What follows belongs to an exercise in optimizing a design on an open flow for small area, a short achievable clock period and few clock cycles per item; a production flow would make more cautious choices.
Function was checked by simulation only, so behaviour that the tests miss may differ from the original.
Power and IR drop assume default switching activity.

### design/flow/design.v
package gffc_pkg;
    localparam int IDX_W       = 6;
    localparam int MASK_W      = 64;
    localparam int COLOR_SPACE = 64;
    localparam int NSTORE      = COLOR_SPACE - 1;
    localparam int CREDITS     = 4;
endpackage
module gffc_lane #(
    parameter int J = 1
) (
    input  logic                          clk,
    input  logic                          wr_en,
    input  logic [gffc_pkg::IDX_W-1:0]    wr_color,
    input  logic                          nbr,
    output logic [7:0]                    hi,
    output logic [7:0]                    lo
);
    localparam int W = $clog2(J + 1);
    logic [W-1:0]               color_reg;
    logic [gffc_pkg::IDX_W-1:0] color;
    always_ff @(posedge clk)
    begin
        if (wr_en)
        begin
            color_reg <= wr_color[W-1:0];
        end
    end
    assign color = gffc_pkg::IDX_W'(color_reg);
    always_comb
    begin
        for (int g = 0; g < 8; g++)
        begin
            hi[g] = nbr && (color[5:3] == 3'(g));
        end
        for (int b = 0; b < 8; b++)
        begin
            lo[b] = (color[2:0] == 3'(b));
        end
    end
endmodule
module gffc_merge (
    input  logic [gffc_pkg::NSTORE-1:0]   used,
    output logic [gffc_pkg::IDX_W-1:0]    color
);
    logic [63:0]      f0;
    logic [31:0]      f1;
    logic [31:0][0:0] p1;
    logic [15:0]      f2;
    logic [15:0][1:0] p2;
    logic [7:0]       f3;
    logic [7:0][2:0]  p3;
    logic [3:0]       f4;
    logic [3:0][3:0]  p4;
    logic [1:0]       f5;
    logic [1:0][4:0]  p5;
    assign f0 = {1'b1, ~used};
    always_comb
    begin
        for (int i = 0; i < 32; i++)
        begin
            f1[i] = f0[2*i] | f0[2*i+1];
            p1[i] = f0[2*i] ? 1'b0 : 1'b1;
        end
        for (int i = 0; i < 16; i++)
        begin
            f2[i] = f1[2*i] | f1[2*i+1];
            p2[i] = f1[2*i] ? {1'b0, p1[2*i]} : {1'b1, p1[2*i+1]};
        end
        for (int i = 0; i < 8; i++)
        begin
            f3[i] = f2[2*i] | f2[2*i+1];
            p3[i] = f2[2*i] ? {1'b0, p2[2*i]} : {1'b1, p2[2*i+1]};
        end
        for (int i = 0; i < 4; i++)
        begin
            f4[i] = f3[2*i] | f3[2*i+1];
            p4[i] = f3[2*i] ? {1'b0, p3[2*i]} : {1'b1, p3[2*i+1]};
        end
        for (int i = 0; i < 2; i++)
        begin
            f5[i] = f4[2*i] | f4[2*i+1];
            p5[i] = f4[2*i] ? {1'b0, p4[2*i]} : {1'b1, p4[2*i+1]};
        end
    end
    assign color = f5[0] ? {1'b0, p5[0]} : {1'b1, p5[1]};
endmodule
module greedy_first_fit_graph_coloring (
    input  logic                          clk,
    input  logic                          rst_n,
    input  logic                          item_valid,
    output logic                          item_ready,
    input  logic [gffc_pkg::MASK_W-1:0]   item_neighbor_mask,
    input  logic                          item_final_vertex,
    output logic                          result_valid,
    input  logic                          result_ready,
    output logic [gffc_pkg::IDX_W-1:0]    result_vertex_index,
    output logic [gffc_pkg::IDX_W-1:0]    result_assigned_color,
    output logic                          result_graph_done
);
    localparam int NS = gffc_pkg::NSTORE;
    localparam int CR = gffc_pkg::CREDITS;
    logic [gffc_pkg::IDX_W-1:0] cnt_reg;
    logic [2:0]                 credit_reg;
    logic                       ready_reg;
    logic                       v1_reg;
    logic                       v2_reg;
    logic [CR-1:0]              qv_reg;
    logic [gffc_pkg::IDX_W-1:0] oidx_reg;
    logic [gffc_pkg::IDX_W-1:0] idx1_reg;
    logic                       done1_reg;
    logic [NS-1:0]              m1_reg;
    logic [gffc_pkg::IDX_W-1:0] idx2_reg;
    logic                       done2_reg;
    logic                       adj2_reg;
    logic [NS-1:0]              p2_reg;
    logic [gffc_pkg::IDX_W-1:0] last_color_reg;
    logic [CR-1:0][gffc_pkg::IDX_W-1:0] qc_reg;
    logic [CR-1:0]                      qd_reg;
    logic                       accept;
    logic                       pop;
    logic                       in_last;
    logic [NS-1:0]              earlier;
    logic [2:0]                 credit_next;
    logic [NS-1:0]              excl;
    logic [NS-1:0]              nbr;
    logic                       adj;
    logic [NS-1:0][7:0]         lane_hi;
    logic [NS-1:0][7:0]         lane_lo;
    logic [NS-1:0]              p1;
    logic [NS-1:0]              used2;
    logic [gffc_pkg::IDX_W-1:0] color;
    logic [CR-1:0]              qv_next;
    logic [CR-1:0][gffc_pkg::IDX_W-1:0] qc_next;
    logic [CR-1:0]              qd_next;
    assign item_ready = ready_reg;
    assign accept     = item_valid && ready_reg;
    assign pop        = qv_reg[0] && result_ready;
    assign in_last    = item_final_vertex || (cnt_reg == gffc_pkg::IDX_W'(63));
    always_comb
    begin
        for (int j = 0; j < NS; j++)
        begin
            earlier[j] = (gffc_pkg::IDX_W'(j) < cnt_reg);
        end
    end
    assign credit_next = credit_reg + 3'(accept) - 3'(pop);
    always_ff @(posedge clk or negedge rst_n)
    begin
        if (!rst_n)
        begin
            cnt_reg    <= '0;
            credit_reg <= '0;
            ready_reg  <= 1'b1;
            v1_reg     <= 1'b0;
            v2_reg     <= 1'b0;
            qv_reg     <= '0;
            oidx_reg   <= '0;
        end
        else
        begin
            if (accept)
            begin
                cnt_reg <= in_last ? '0 : cnt_reg + gffc_pkg::IDX_W'(1);
            end
            credit_reg <= credit_next;
            ready_reg  <= (credit_next < 3'(CR));
            v1_reg     <= accept;
            v2_reg     <= v1_reg;
            qv_reg     <= qv_next;
            if (pop)
            begin
                oidx_reg <= qd_reg[0] ? '0 : oidx_reg + gffc_pkg::IDX_W'(1);
            end
        end
    end
    always_ff @(posedge clk)
    begin
        m1_reg    <= item_neighbor_mask[NS-1:0] & earlier;
        idx1_reg  <= cnt_reg;
        done1_reg <= in_last;
    end
    always_comb
    begin
        for (int j = 0; j < NS; j++)
        begin
            excl[j] = (idx1_reg == gffc_pkg::IDX_W'(j + 1));
        end
    end
    assign nbr = m1_reg & ~excl;
    assign adj = |(m1_reg & excl);
    assign lane_hi[0] = {7'b0, nbr[0]};
    assign lane_lo[0] = 8'b1;
    for (genvar j = 1; j < NS; j++)
    begin : g_lane
        gffc_lane #(
            .J (j)
        ) u_lane (
            .clk      (clk),
            .wr_en    (v2_reg && (idx2_reg == gffc_pkg::IDX_W'(j))),
            .wr_color (color),
            .nbr      (nbr[j]),
            .hi       (lane_hi[j]),
            .lo       (lane_lo[j])
        );
    end
    always_comb
    begin
        for (int c = 0; c < NS; c++)
        begin
            p1[c] = 1'b0;
            for (int j = c; j < NS; j++)
            begin
                p1[c] = p1[c] | (lane_hi[j][c / 8] & lane_lo[j][c % 8]);
            end
        end
    end
    always_ff @(posedge clk)
    begin
        p2_reg    <= p1;
        adj2_reg  <= adj;
        idx2_reg  <= idx1_reg;
        done2_reg <= done1_reg;
        if (v2_reg)
        begin
            last_color_reg <= color;
        end
    end
    assign used2 = p2_reg | (adj2_reg ? (NS'(1) << last_color_reg) : '0);
    gffc_merge u_merge (
        .used  (used2),
        .color (color)
    );
    always_comb
    begin
        logic placed;
        qv_next = qv_reg;
        qc_next = qc_reg;
        qd_next = qd_reg;
        if (pop)
        begin
            for (int k = 0; k < CR - 1; k++)
            begin
                qv_next[k] = qv_reg[k + 1];
                qc_next[k] = qc_reg[k + 1];
                qd_next[k] = qd_reg[k + 1];
            end
            qv_next[CR-1] = 1'b0;
        end
        placed = 1'b0;
        for (int k = 0; k < CR; k++)
        begin
            if (v2_reg && !placed && !qv_next[k])
            begin
                qv_next[k] = 1'b1;
                qc_next[k] = color;
                qd_next[k] = done2_reg;
                placed     = 1'b1;
            end
        end
    end
    always_ff @(posedge clk)
    begin
        qc_reg <= qc_next;
        qd_reg <= qd_next;
    end
    assign result_valid          = qv_reg[0];
    assign result_vertex_index   = oidx_reg;
    assign result_assigned_color = qc_reg[0];
    assign result_graph_done     = qd_reg[0];
endmodule
### design/flow/run.sh
#!/bin/bash
# synth_recipe.tcl (not shown) runs the flow's synth.tcl, then flattens the netlist and writes it again
# the make line also repeats each setting of config.mk as NAME=value (left out here)
make -C /OpenROAD-flow-scripts/flow DESIGN_CONFIG=/design/flow/config.mk WORK_HOME=/design/flow/orfs CLKGATE_MAP_FILE= SYNTH_SCRIPT=/design/flow/synth_recipe.tcl finish
### design/flow/config.mk
export PLATFORM = sky130hd
export DESIGN_NAME = greedy_first_fit_graph_coloring
export DESIGN_NICKNAME = greedy_first_fit_graph_coloring
export VERILOG_FILES = /design/flow/design.v
export SDC_FILE = /design/flow/constraint.sdc
export NUM_CORES = 4
export LEC_CHECK = 0
export CAP_MARGIN = 20
export CORE_MARGIN = 2
export CORE_UTILIZATION = 40
export SLEW_MARGIN = 20
### design/flow/constraint.sdc
create_clock -name core_clock -period 6.0 [get_ports {clk}]
set_input_delay 1.2000 -clock core_clock [delete_from_list [all_inputs] [get_ports {clk}]]
set_output_delay 1.2000 -clock core_clock [all_outputs]
set_load 0.01 [all_outputs]
==> results of run 1 <==
-- how the worst max path moves through the flow --
stage	end	slack (ns)	cells past startpoint	from
floorplan	g_lane[10].u_lane.color_reg[0]	2.62	9	last_color_reg[2]
global placement	p2_reg[14]	1.31	8	idx1_reg[2]
detailed placement	p2_reg[1]	1.31	8	idx1_reg[2]
CTS	p2_reg[1]	1.20	8	idx1_reg[2]
-- layer usage --
layer  track usage [%]  overflow
met5              51.6         1
met4              72.5       142
met3              71.8        21
met2              89.8       132
met1              83.2        13
-- cell usage after synthesis, types with 22 or more instances --
| master | count | share of area [%] |
|---|---|---|
| o32ai_1 | 30 | 0.73 |
| nand2b_1 | 54 | 0.94 |
| or3_1 | 67 | 1.2 |
| a221oi_1 | 58 | 1.4 |
| a31oi_1 | 37 | 0.65 |
| a22oi_1 | 40 | 0.84 |
| a21oi_1 | 136 | 1.9 |
| buf_1 | 27 | 0.28 |
| and3b_1 | 23 | 0.56 |
| dfxtp_1 | 141 | 7.9 |
| nor2b_1 | 52 | 0.91 |
| nor3b_1 | 72 | 1.5 |
| nand4_1 | 93 | 1.6 |
| buf_2 | 24 | 0.33 |
| nand3b_1 | 139 | 2.9 |
| clkbuf_1 | 163 | 1.7 |
| a2111oi_0 | 25 | 0.61 |
| nor2_1 | 479 | 5.0 |
| edfxtp_1 | 349 | 29 |
| or3b_2 | 56 | 1.4 |
| nor4_1 | 115 | 2.0 |
| inv_1 | 95 | 0.99 |
| a211oi_1 | 45 | 0.94 |
| a32oi_1 | 22 | 0.54 |
| o2111ai_1 | 46 | 1.1 |
| and3_1 | 33 | 0.58 |
| or4_1 | 37 | 0.77 |
| o221ai_1 | 74 | 1.8 |
| nand2_1 | 404 | 4.2 |
| and2_1 | 38 | 0.66 |
| o22ai_1 | 470 | 8.2 |
| o21ai_0 | 132 | 1.8 |
| nor3_1 | 139 | 1.9 |
| o211ai_1 | 24 | 0.50 |
| nand3_1 | 145 | 2.0 |
-- cell families after synthesis --
kind of cell             share of synthesized area (%)
multiplexers                                     0.384
XOR/XNOR                                        0.0732
flip-flops                                        38.6
adder cells (fa/ha/maj)                          0.230
AND/OR/NAND/NOR                                   30.7
AO/OA/AOI/OAI                                     26.3
buffers and inverters                             3.74
-- metrics by stage --
step / hold slack (ns) / power, uW / instance area, um2 / cells
2_1_floorplan: 0.310 / 4930 / 35900 / 4251
3_3_place_gp: 0.334 / 5520 / 39400 / 5524
3_5_place_dp: 0.350 / 5590 / 39400 / 5524
4_1_cts: 0.374 / 9110 / 41200 / 5630
-- power groups by stage --
stage	Sequential, uW	Combinational (uW)	Clock (uW)
after floorplan	4170	764	0
after global placement	4270	1240	0
after detailed placement	4290	1290	0
after CTS	4230	1310	3570
==> reports/metrics.csv, run 1 <==
metric,value,unit
post-synthesis cell count,4251,
post-cts sizing count,0,
die width,304,um
Setup WS pre-CTS,1.31,ns
Avg Inst Size Synth,8.44,um2
Mapped Area,35900,um2
clock tree buffer depth,3,
FP Rows,109,
H-tree Lvls,2,
CTS Hold Buffers Added,0,
Halt Reason,[ERROR GRT-0116] Global routing finished with congestion. Check the congestion regions in the DRC Viewer.,
"Seq/Total Area, Yosys",38.6,%
Fail Step,5_1_grt,
Synth Warn #,64,
first-pass GRT wire length,505,mm
Syn Nets,4326,
total CTS buffers,57,
Root Driver,clkbuf_16,
I/O pin count,84,
post-DP HPWL,265,mm
post-synth cell types,102,
Port Buf Inserts,82,
initial core utilization,40.5,%
largest net degree at the start of global routing,64,
vias in the first global route,50200,
grt ovf,309,
TritonCTS Sinks,512,
status,aborted with a tool error,
Post-synth EDFFs,349,
top_reg_cell synth,edfxtp_1,
gr usage total,80.3,%
synthesized flop and latch total,512,
post-CTS setup buffer count,0,
GP Congestion,1.35,
"FFs w/ async S/R, synth",4.30,%
Die Y,304,um
Testbench counts, summed over its fixed seeds: cycles 24,024, items 24,000.
==> inputs of run 2 (changes only) <==
--- a/design/flow/design.v
+++ b/design/flow/design.v
@@ -3,7 +3,7 @@
     localparam int MASK_W      = 64;
     localparam int COLOR_SPACE = 64;
     localparam int NSTORE      = COLOR_SPACE - 1;
-    localparam int CREDITS     = 4;
+    localparam int CREDITS     = 3;
 endpackage
 module gffc_lane #(
     parameter int J = 1
@@ -102,13 +102,9 @@
     logic [gffc_pkg::IDX_W-1:0] cnt_reg;
     logic [2:0]                 credit_reg;
     logic                       ready_reg;
-    logic                       v1_reg;
     logic                       v2_reg;
     logic [CR-1:0]              qv_reg;
     logic [gffc_pkg::IDX_W-1:0] oidx_reg;
-    logic [gffc_pkg::IDX_W-1:0] idx1_reg;
-    logic                       done1_reg;
-    logic [NS-1:0]              m1_reg;
     logic [gffc_pkg::IDX_W-1:0] idx2_reg;
     logic                       done2_reg;
     logic                       adj2_reg;
@@ -151,7 +147,6 @@
             cnt_reg    <= '0;
             credit_reg <= '0;
             ready_reg  <= 1'b1;
-            v1_reg     <= 1'b0;
             v2_reg     <= 1'b0;
             qv_reg     <= '0;
             oidx_reg   <= '0;
@@ -164,8 +159,7 @@
             end
             credit_reg <= credit_next;
             ready_reg  <= (credit_next < 3'(CR));
-            v1_reg     <= accept;
-            v2_reg     <= v1_reg;
+            v2_reg     <= accept;
             qv_reg     <= qv_next;
             if (pop)
             begin
@@ -173,21 +167,15 @@
             end
         end
     end
-    always_ff @(posedge clk)
-    begin
-        m1_reg    <= item_neighbor_mask[NS-1:0] & earlier;
-        idx1_reg  <= cnt_reg;
-        done1_reg <= in_last;
-    end
     always_comb
     begin
         for (int j = 0; j < NS; j++)
         begin
-            excl[j] = (idx1_reg == gffc_pkg::IDX_W'(j + 1));
-        end
-    end
-    assign nbr = m1_reg & ~excl;
-    assign adj = |(m1_reg & excl);
+            excl[j] = (cnt_reg == gffc_pkg::IDX_W'(j + 1));
+        end
+    end
+    assign nbr = item_neighbor_mask[NS-1:0] & earlier & ~excl;
+    assign adj = |(item_neighbor_mask[NS-1:0] & excl);
     assign lane_hi[0] = {7'b0, nbr[0]};
     assign lane_lo[0] = 8'b1;
     for (genvar j = 1; j < NS; j++)
@@ -218,8 +206,8 @@
     begin
         p2_reg    <= p1;
         adj2_reg  <= adj;
-        idx2_reg  <= idx1_reg;
-        done2_reg <= done1_reg;
+        idx2_reg  <= cnt_reg;
+        done2_reg <= in_last;
         if (v2_reg)
         begin
             last_color_reg <= color;
--- a/design/flow/config.mk
+++ b/design/flow/config.mk
@@ -7,5 +7,5 @@
 export LEC_CHECK = 0
 export CAP_MARGIN = 20
 export CORE_MARGIN = 2
-export CORE_UTILIZATION = 40
+export CORE_UTILIZATION = 18
 export SLEW_MARGIN = 20
==> run 2 against run 1 <==
  * Area after synthesis decreased by 4.9%
  * Synthesized cell count down 3.6%
  * Now clean on timing, DRC and antenna
==> reports/metrics.csv, run 2 <==
metric,value,unit,change
status,timing/DRC/antenna clean,,
worst path required time,6.67,ns,
H-tree Lvls,2,,unchanged
clock tree buffer depth,3,,unchanged
Clock transition at path regs,0.06,ns,
Routed WL per cell,55.3,um,
final count of pins violating max slew,0,,
FP Rows,159,,+46%
most common library cells after synthesis,"488 x nor2_1, 376 x nand2_1, 342 x edfxtp_1",,
Avg Inst Size Synth,8.33,um2,-1.3%
Syn Nets,4176,,-3.5%
post-cts sizing count,0,,unchanged
Die Y,440,um,+45%
Synth Warn #,64,,unchanged
synthesized flop and latch total,433,,-15%
"Clk Latency, worst-skew pair",0.76,ns,
P_leak,0.0140,uW,
core area,188000,um2,
GP Congestion,1.10,,-19%
Fmax,0.197,GHz,
Final period util,84.7,%,
CP max-delay cell,nor4bb_2,,
Final Hold Slack,0.512,ns,
drt pass-1 iters,6,,
CTS Hold Buffers Added,0,,unchanged
Root Driver,clkbuf_16,,
initial core utilization,18.1,%,-22 points
TritonCTS Sinks,433,,-15%
"commonest cells after routing, fill and taps aside","539 x buf_4, 481 x nor2_1, 374 x nand2_1",,
total via count in the routed design,46000,,
TritonCTS clock tree,yes,,
die width,440,um,+45%
share of layout cells above drive strength 1,19.4,%,
Fin Setup TNS,0,ns,
Synth area leaders,"edfxtp_1 30%, nor2_1 5.4%, o22ai_1 5.0%",,
CP max stage delay,1.08,ns,
top-count cell post-synth,nor2_1,,
Final min period,5.08,ns,
antenna-violating nets left,0,,
Routed WL,395,mm,
Final #Nets,4645,,
Mapped Area,34100,um2,-4.9%
post-DP HPWL,321,mm,+21%
Largest register FFs,315,,
"FFs w/ async S/R, synth",4.62,%,+0.32 points
cell chain of the critical path,inv_1 > ha_1 > nand2b_1 > a31oi_1 > nor4bb_2 > nand2b_1 > o311ai_0 > buf_4 > nor4_1 > nand4_1,,
top_reg_cell synth,edfxtp_1,,
post-synth top area share,30.1,%,+0.87 points
Final Hold Fails,0,,
gr usage total,39.4,%,
Slew headroom,9.67,%,
Worst Setup Start Kind,register,,
Worst Path Arrival,5.75,ns,
cell repeated most along the worst path,nand2b_1,,
largest net degree at the start of global routing,64,,
Setup-failing EPs final,0,,
Critical Path Sink Type,register,,
post-synthesis cell count,4099,,-3.6%
first-pass GRT wire length,487,mm,
total CTS buffers,60,,+5.3%
Worst Hold Class,register to register,,
CP Class,register to register,,
"commonest non-fill, non-tap cell in the layout",buf_4,,
Post-route DRC,0,,
Max VDD drop,0.251,mV,
RSZ-0062 raised after global routing,no,,
vias in the first global route,40600,,
Cell Pwr Density,205,nW/um2,
Port Buf Inserts,82,,unchanged
post-synth cell types,106,,+3.9%
Post-synth EDFFs,342,,-2.0%
crit-path max FO,12,,
initial antenna violation count,73,,
die area,193000,um2,
Slew @ Worst Pin,1.35,ns,
Yosys top cell by area,edfxtp_1,,
I/O pin count,84,,unchanged
drt first-iter violations,8501,,
"Seq/Total Area, Yosys",35.7,%,-2.9 points
max-cap viol count,0,,
grt ovf,0,,
Area Overhead vs Synth,30.2,%,
drt via density,6.45,,
post-CTS setup buffer count,0,,unchanged
clk_skew,0.0458,ns,
==> run 2: layout make-up <==
class                   count  area [um2]
multi-input cells        3306       21300
fillers                 20800      144000
flip-flops and latches    433       12200
well taps                2495        3120
clock inverters            41         463
diodes                     24        60.1
clock buffers              72        1580
inverters                 127         479
repair buffers            640        5230
==> run 2: per-layer routing <==
| layer | GRT usage, % | wire length (um) |
|---|---|---|
| met1 | 51.8 | 161000 |
| met4 | 25.9 | 31800 |
| met5 | 0 | 118 |
| met2 | 56.4 | 160000 |
| met3 | 10.3 | 41500 |
==> run 2: final timing paths <==
kind                            start    endpoint  slack (ns)  depth (start not counted)
hold / removal              done2_reg   qd_reg[2]        0.51                          0
setup reg to reg           cnt_reg[1]  p2_reg[22]        0.92                         10
max in group asynchronous       rst_n   ready_reg        4.78                          2
setup / recovery           cnt_reg[1]  p2_reg[22]        0.92                         10
min in group asynchronous       rst_n      v2_reg        0.87                          2
hold reg to reg             done2_reg   qd_reg[2]        0.51                          0
==> run 2: power breakdown <==
group          switching [uW]  internal (uW)  leakage [uW]
clock                    1670           2160      0.000979
sequential                176           3410       0.00398
combinational            1260            441       0.00903
==> run 2: critical path: cells and delay by family, from the launching register on <==
family	cells	cell delay [ns]
buffers and inverters	2	0.34
DFF	1	0.56
adders and majority gates	1	0.50
and+or+nand+nor	5	2.69
AOI/OAI and AO/OA	2	0.89
==> run 2: per-stage QoR <==
stage          util [%]  instance area, um2  std cells  power [uW]  setup slack (ns)
5_1_grt            23.6               44400       7116        9290             0.956
2_1_floorplan         -               34100       4099        4290              1.56
4_1_cts            23.6               44400       7113        9110              1.11
3_5_place_dp       22.5               42300       7000        5290              1.07
3_3_place_gp       22.5               42300       6999        5300              1.10
6_report           23.6               44400       7138        9110             0.917
==> run 2: cell families after synthesis <==
kind of cell | after synthesis | share of synthesized area [%]
muxes | 8 | 0.242
DFF | 433 | 35.7
adders and majority gates | 8 | 0.315
AOI/OAI and AO/OA | 1372 | 29.0
xor gates and xnor gates | 3 | 0.0770
and+or+nand+nor | 1915 | 30.4
buffers and inverters | 360 | 4.31
Testbench counts of run 2, summed over its fixed seeds: cycles 24,016, items 24,000.
==> inputs of run 3 (changes only) <==
--- a/design/flow/design.v
+++ b/design/flow/design.v
@@ -3,6 +3,7 @@
     localparam int MASK_W      = 64;
     localparam int COLOR_SPACE = 64;
     localparam int NSTORE      = COLOR_SPACE - 1;
+    localparam int NTAB        = COLOR_SPACE - 2;
     localparam int CREDITS     = 3;
 endpackage
 module gffc_lane #(
@@ -98,8 +99,10 @@
     output logic                          result_graph_done
 );
     localparam int NS = gffc_pkg::NSTORE;
+    localparam int NT = gffc_pkg::NTAB;
     localparam int CR = gffc_pkg::CREDITS;
-    logic [gffc_pkg::IDX_W-1:0] cnt_reg;
+    logic [gffc_pkg::IDX_W-1:0] cnt_reg;       
+    logic [NS-1:0]              below_reg;     
     logic [2:0]                 credit_reg;
     logic                       ready_reg;
     logic                       v2_reg;
@@ -115,13 +118,11 @@
     logic                       accept;
     logic                       pop;
     logic                       in_last;
-    logic [NS-1:0]              earlier;
     logic [2:0]                 credit_next;
-    logic [NS-1:0]              excl;
-    logic [NS-1:0]              nbr;
+    logic [NT-1:0]              nbr;
     logic                       adj;
-    logic [NS-1:0][7:0]         lane_hi;
-    logic [NS-1:0][7:0]         lane_lo;
+    logic [NT-1:0][7:0]         lane_hi;
+    logic [NT-1:0][7:0]         lane_lo;
     logic [NS-1:0]              p1;
     logic [NS-1:0]              used2;
     logic [gffc_pkg::IDX_W-1:0] color;
@@ -131,20 +132,14 @@
     assign item_ready = ready_reg;
     assign accept     = item_valid && ready_reg;
     assign pop        = qv_reg[0] && result_ready;
-    assign in_last    = item_final_vertex || (cnt_reg == gffc_pkg::IDX_W'(63));
-    always_comb
-    begin
-        for (int j = 0; j < NS; j++)
-        begin
-            earlier[j] = (gffc_pkg::IDX_W'(j) < cnt_reg);
-        end
-    end
+    assign in_last    = item_final_vertex || below_reg[NS-1];
     assign credit_next = credit_reg + 3'(accept) - 3'(pop);
     always_ff @(posedge clk or negedge rst_n)
     begin
         if (!rst_n)
         begin
             cnt_reg    <= '0;
+            below_reg  <= '0;
             credit_reg <= '0;
             ready_reg  <= 1'b1;
             v2_reg     <= 1'b0;
@@ -155,7 +150,8 @@
         begin
             if (accept)
             begin
-                cnt_reg <= in_last ? '0 : cnt_reg + gffc_pkg::IDX_W'(1);
+                cnt_reg   <= in_last ? '0 : cnt_reg + gffc_pkg::IDX_W'(1);
+                below_reg <= in_last ? '0 : {below_reg[NS-2:0], 1'b1};
             end
             credit_reg <= credit_next;
             ready_reg  <= (credit_next < 3'(CR));
@@ -169,16 +165,20 @@
     end
     always_comb
     begin
-        for (int j = 0; j < NS; j++)
-        begin
-            excl[j] = (cnt_reg == gffc_pkg::IDX_W'(j + 1));
-        end
-    end
-    assign nbr = item_neighbor_mask[NS-1:0] & earlier & ~excl;
-    assign adj = |(item_neighbor_mask[NS-1:0] & excl);
+        for (int j = 0; j < NT; j++)
+        begin
+            nbr[j] = item_neighbor_mask[j] && below_reg[j+1];
+        end
+        adj = 1'b0;
+        for (int j = 0; j < NS - 1; j++)
+        begin
+            adj = adj | (item_neighbor_mask[j] && below_reg[j] && !below_reg[j+1]);
+        end
+        adj = adj | (item_neighbor_mask[NS-1] && below_reg[NS-1]);
+    end
     assign lane_hi[0] = {7'b0, nbr[0]};
     assign lane_lo[0] = 8'b1;
-    for (genvar j = 1; j < NS; j++)
+    for (genvar j = 1; j < NT; j++)
     begin : g_lane
         gffc_lane #(
             .J (j)
@@ -193,10 +193,10 @@
     end
     always_comb
     begin
-        for (int c = 0; c < NS; c++)
-        begin
-            p1[c] = 1'b0;
-            for (int j = c; j < NS; j++)
+        p1 = '0;
+        for (int c = 0; c < NT; c++)
+        begin
+            for (int j = c; j < NT; j++)
             begin
                 p1[c] = p1[c] | (lane_hi[j][c / 8] & lane_lo[j][c % 8]);
             end
--- a/design/flow/config.mk
+++ b/design/flow/config.mk
@@ -7,5 +7,5 @@
 export LEC_CHECK = 0
 export CAP_MARGIN = 20
 export CORE_MARGIN = 2
-export CORE_UTILIZATION = 18
+export CORE_UTILIZATION = 20
 export SLEW_MARGIN = 20
==> run 3 against run 2 <==
  * Largest power group unchanged
  * Highest routed layer unchanged
  * Sequential power up 9.5%
  * Critical endpoint is now p2_reg[9]
  * Non-clock buffer count is 134 lower
  * Final cell count down 6.0%
  * Core utilization rose by 1.8 points
  * Combinational power decreased by 29%
  * Via count grew 5.1%
  * Critical path type is now primary input to register
  * Now fails the layout checks on capacitance limit, slew limit
  * Worst hold slack got worse by 0.12 ns
==> reports/metrics.csv, run 3 <==
metric,value,unit,change
Post-route DRC,0,,unchanged
Cells after DPL,6468,,-7.6%
TritonCTS clock tree,yes,,
"Seq/Total Area, Yosys",40.0,%,+4.3 points
vias in the first global route,41000,,+0.94%
total via count in the routed design,48400,,+5.1%
I/O pin count,84,,unchanged
largest net degree at the start of global routing,64,,unchanged
Slew headroom,-0.00945,%,-9.7 points
P_leak,0.0135,uW,-3.3%
max-cap viol count,1,,+1
Reg area,13600,um2,+11%
drt pass-1 iters,10,,+4
Routed WL,465,mm,+18%
Layout Cells excl Fill,6712,,-6.0%
top_reg_cell synth,edfxtp_1,,
Top Family by Delay on Critical Path,buffers and inverters,,
Max VDD drop,0.194,mV,-23%
Die Y,416,um,-5.4%
"commonest cells after routing, fill and taps aside","546 x o22ai_1, 417 x nand2_1, 414 x buf_4",,
core area,169000,um2,-10%
initial antenna violation count,152,,+110%
FP Rows,151,,-5.0%
Final #Nets,4395,,-5.4%
total CTS buffers,66,,+10%
r2r worst-path depth,8,,-2
Syn Nets,4030,,-3.5%
worst path required time,6.58,ns,-0.09 ns
RSZ-0062 raised after global routing,no,,
fill count,18400,,-12%
Fmax,0.211,GHz,+7.4%
post-CTS setup buffer count,0,,unchanged
Area after DPL,40300,um2,-4.7%
grt met1 use,58.4,%,+6.5 points
Levels on crit path,9,,-1
Synth Warn #,63,,-1.6%
Yosys top cell by area,edfxtp_1,,
first-pass GRT wire length,555,mm,+14%
top-count cell post-synth,o22ai_1,,
Root Driver,clkbuf_16,,
clk_skew,0.0479,ns,+0.00205 ns
"FFs w/ async S/R, synth",17.0,%,+12 points
area of the multi-input gates,19700,um2,-7.6%
CP max stage delay,1.07,ns,about the same
"commonest non-fill, non-tap cell in the layout",o22ai_1,,
H-tree Lvls,3,,+1
Clock transition at path regs,0.06,ns,about the same
cell repeated most along the worst path,buf_4,,
CP max-delay cell,a2111oi_0,,
Final min period,4.73,ns,-0.352 ns
TritonCTS Sinks,489,,+13%
most common library cells after synthesis,"549 x o22ai_1, 421 x nand2_1, 398 x nor2_1",,
Worst Setup Start Kind,primary input,,
crit-path max FO,6,,-6
post-synth cell types,92,,-13%
Mapped Area,33900,um2,-0.66%
grt peak-use layer,met2,,
share of layout cells above drive strength 1,16.6,%,-2.8 points
Area Overhead vs Synth,26.7,%,
CP Class,primary input to register,,
Largest register FFs,309,,-1.9%
final count of pins violating max slew,4,,+4
initial core utilization,20.1,%,+1.9 points
met3 Use GR,23.6,%,+13 points
design area,43000,um2,-3.3%
cell chain of the critical path,clkdlybuf4s50_1 > and3_1 > and2_1 > a2111oi_0 > buf_4 > nand4_1 > buf_4 > or4_1 > buf_4,,
post-DP HPWL,380,mm,+18%
drt via density,7.20,,+12%
Worst Hold Class,register to register,,
gr usage total,51.9,%,+13 points
post-synth top area share,29.7,%,-0.33 points
die area,173000,um2,-11%
Routed WL per cell,69.3,um,+25%
Final Hold Fails,0,,unchanged
Worst Path Arrival,5.31,ns,-0.44 ns
GP Congestion,1.16,,+6.1%
Violated Checks,"capacitance limit, slew limit",,
Critical Path Sink Type,register,,
Avg Inst Size Synth,8.57,um2,+2.9%
grt ovf,0,,unchanged
CTS Hold Buffers Added,0,,unchanged
Setup-failing EPs final,0,,unchanged
drt first-iter violations,9558,,+12%
antenna-violating nets left,0,,unchanged
Global Route met2 Usage,70.4,%,+14 points
post-synthesis cell count,3956,,-3.5%
Post-synth EDFFs,336,,-1.8%
die width,416,um,-5.4%
Synth area leaders,"edfxtp_1 30%, o22ai_1 10%, dfrtp_1 6.0%",,
WHS Path Cells,0,,unchanged
Cell Pwr Density,220,nW/um2,+7.2%
CP Buf/Inv Count,4,,+2
Final period util,78.9,%,-5.9 points
Port Buf Inserts,82,,unchanged
clock tree buffer depth,3,,unchanged
Slew @ Worst Pin,1.50,ns,+0.149 ns
Fin Setup TNS,0,ns,unchanged
"Clk Latency, worst-skew pair",0.75,ns,about the same
post-cts sizing count,0,,unchanged
status,"complete, but fails checks",,
synthesized flop and latch total,489,,+13%
## run 3: cell types whose count changed after synthesis, sizes merged, moves of 65 or more
cell and delta:
o22ai +274, a21oi -75, nand3b +65, a22oi -117, o2111ai -109, nor2 -90
## run 3: per-stage QoR
step / utilization, % / hold slack (ns) / power [uW] / setup WS [ns]
after floorplan: - / 0.357 / 4390 / 1.83
after global placement: 23.8 / 0.382 / 5140 / 0.816
after detailed placement: 23.9 / 0.373 / 5150 / 0.752
after CTS: 25.2 / 0.391 / 9370 / 1.47
after global routing: 25.3 / 0.406 / 9570 / 1.18
final: 25.4 / 0.389 / 9450 / 1.27
## run 3: routing by layer
layer | part of all wire (%) | routed length (um)
met5 | 0.12 | 539
met4 | 12 | 55800
met3 | 13 | 58800
met2 | 39 | 183000
met1 | 36 | 167000
## run 3: kinds of logic after synthesis
logic type,Yosys count,share of synthesized area [%]
simple gates,1936,30.7
compound gates,1235,25.5
flops,489,40.0
buf+inv,283,3.37
mux,6,0.192
fa+ha+maj,5,0.207
xor+xnor,2,0.0517
## run 3: path summary, 6_finish.rpt
kind,start,end,slack [ns]
worst min-delay path,cnt_reg[5],idx2_reg[5],0.39
worst max register to register,last_color_reg[2],g_lane[2].u_lane.color_reg[0],1.46
min in group asynchronous,rst_n,below_reg[29],0.40
worst max-delay path,item_neighbor_mask[58],p2_reg[9],1.27
worst min register to register,cnt_reg[5],idx2_reg[5],0.39
max in group asynchronous,rst_n,qv_reg[0],4.23
## run 3: cell type report
class / instances / area share, %
multi-input combinational: 3184 / 45.8
sequential: 489 / 31.6
timing repair buffer: 506 / 9.52
tap: 2218 / 6.46
clock buffer: 85 / 4.38
clock inverter: 35 / 0.891
antenna: 121 / 0.705
inverter: 74 / 0.658
## run 3: power breakdown
group	leakage [uW]	total [uW]	internal, uW	switching, uW
registers	0.00477	3930	3760	170
clock network	0.00112	4300	2490	1810
logic	0.00763	1210	312	902
total	0.0135	9440	6560	2880
## run 3: worst register-to-register path, stage by stage, from the launching register on
cell and delay, ns:
edfxtp_1 0.95, nor3b_4 0.68, a31oi_1 0.23, a211oi_2 0.54
and2b_1 0.25, a311oi_1 0.41, a2bb2oi_1 0.47, nor2_4 0.09
buf_12 0.21
Testbench counts of run 3, summed over its fixed seeds: cycles 24,016, items 24,000.

re-timing with driven ports:
In the flow no input, the clock included, has a driving cell. The finished layouts below were timed again as built, in two steps.
Step 1 (the two cells are an assumption about what drives the block):
set clk [get_ports {clk}]
set_driving_cell -lib_cell sky130_fd_sc_hd__clkbuf_16 $clk
set_driving_cell -lib_cell sky130_fd_sc_hd__buf_2 [delete_from_list [all_inputs] $clk]
Step 2 moves the port delays by t, midway between the first and last clock arrival at a register: inputs arrive t later, outputs are due t later. That takes back most of the time a late clock gives input paths.
a / b / c = ideal / step 1 / step 2; a / b = the first two.
run | shift t [ns] | slack for setup (ns) | worst hold slack (ns) | slew at the worst register clock pin (ns) | cell pins on the clock port's net
run 2 | 0.832 | 0.917 / 0.917 / 0.814 | 0.512 / 0.512 / 0.512 | 0.07 / 0.07 | 1
run 3 | 0.814 | 1.269 / 1.337 / 0.523 | 0.389 / 0.338 / 0.389 | 0.07 / 0.07 | 1
For run 3, which loses most, drivers alone change the setup slack by +0.068 ns; drivers and shift together by -0.746 ns.
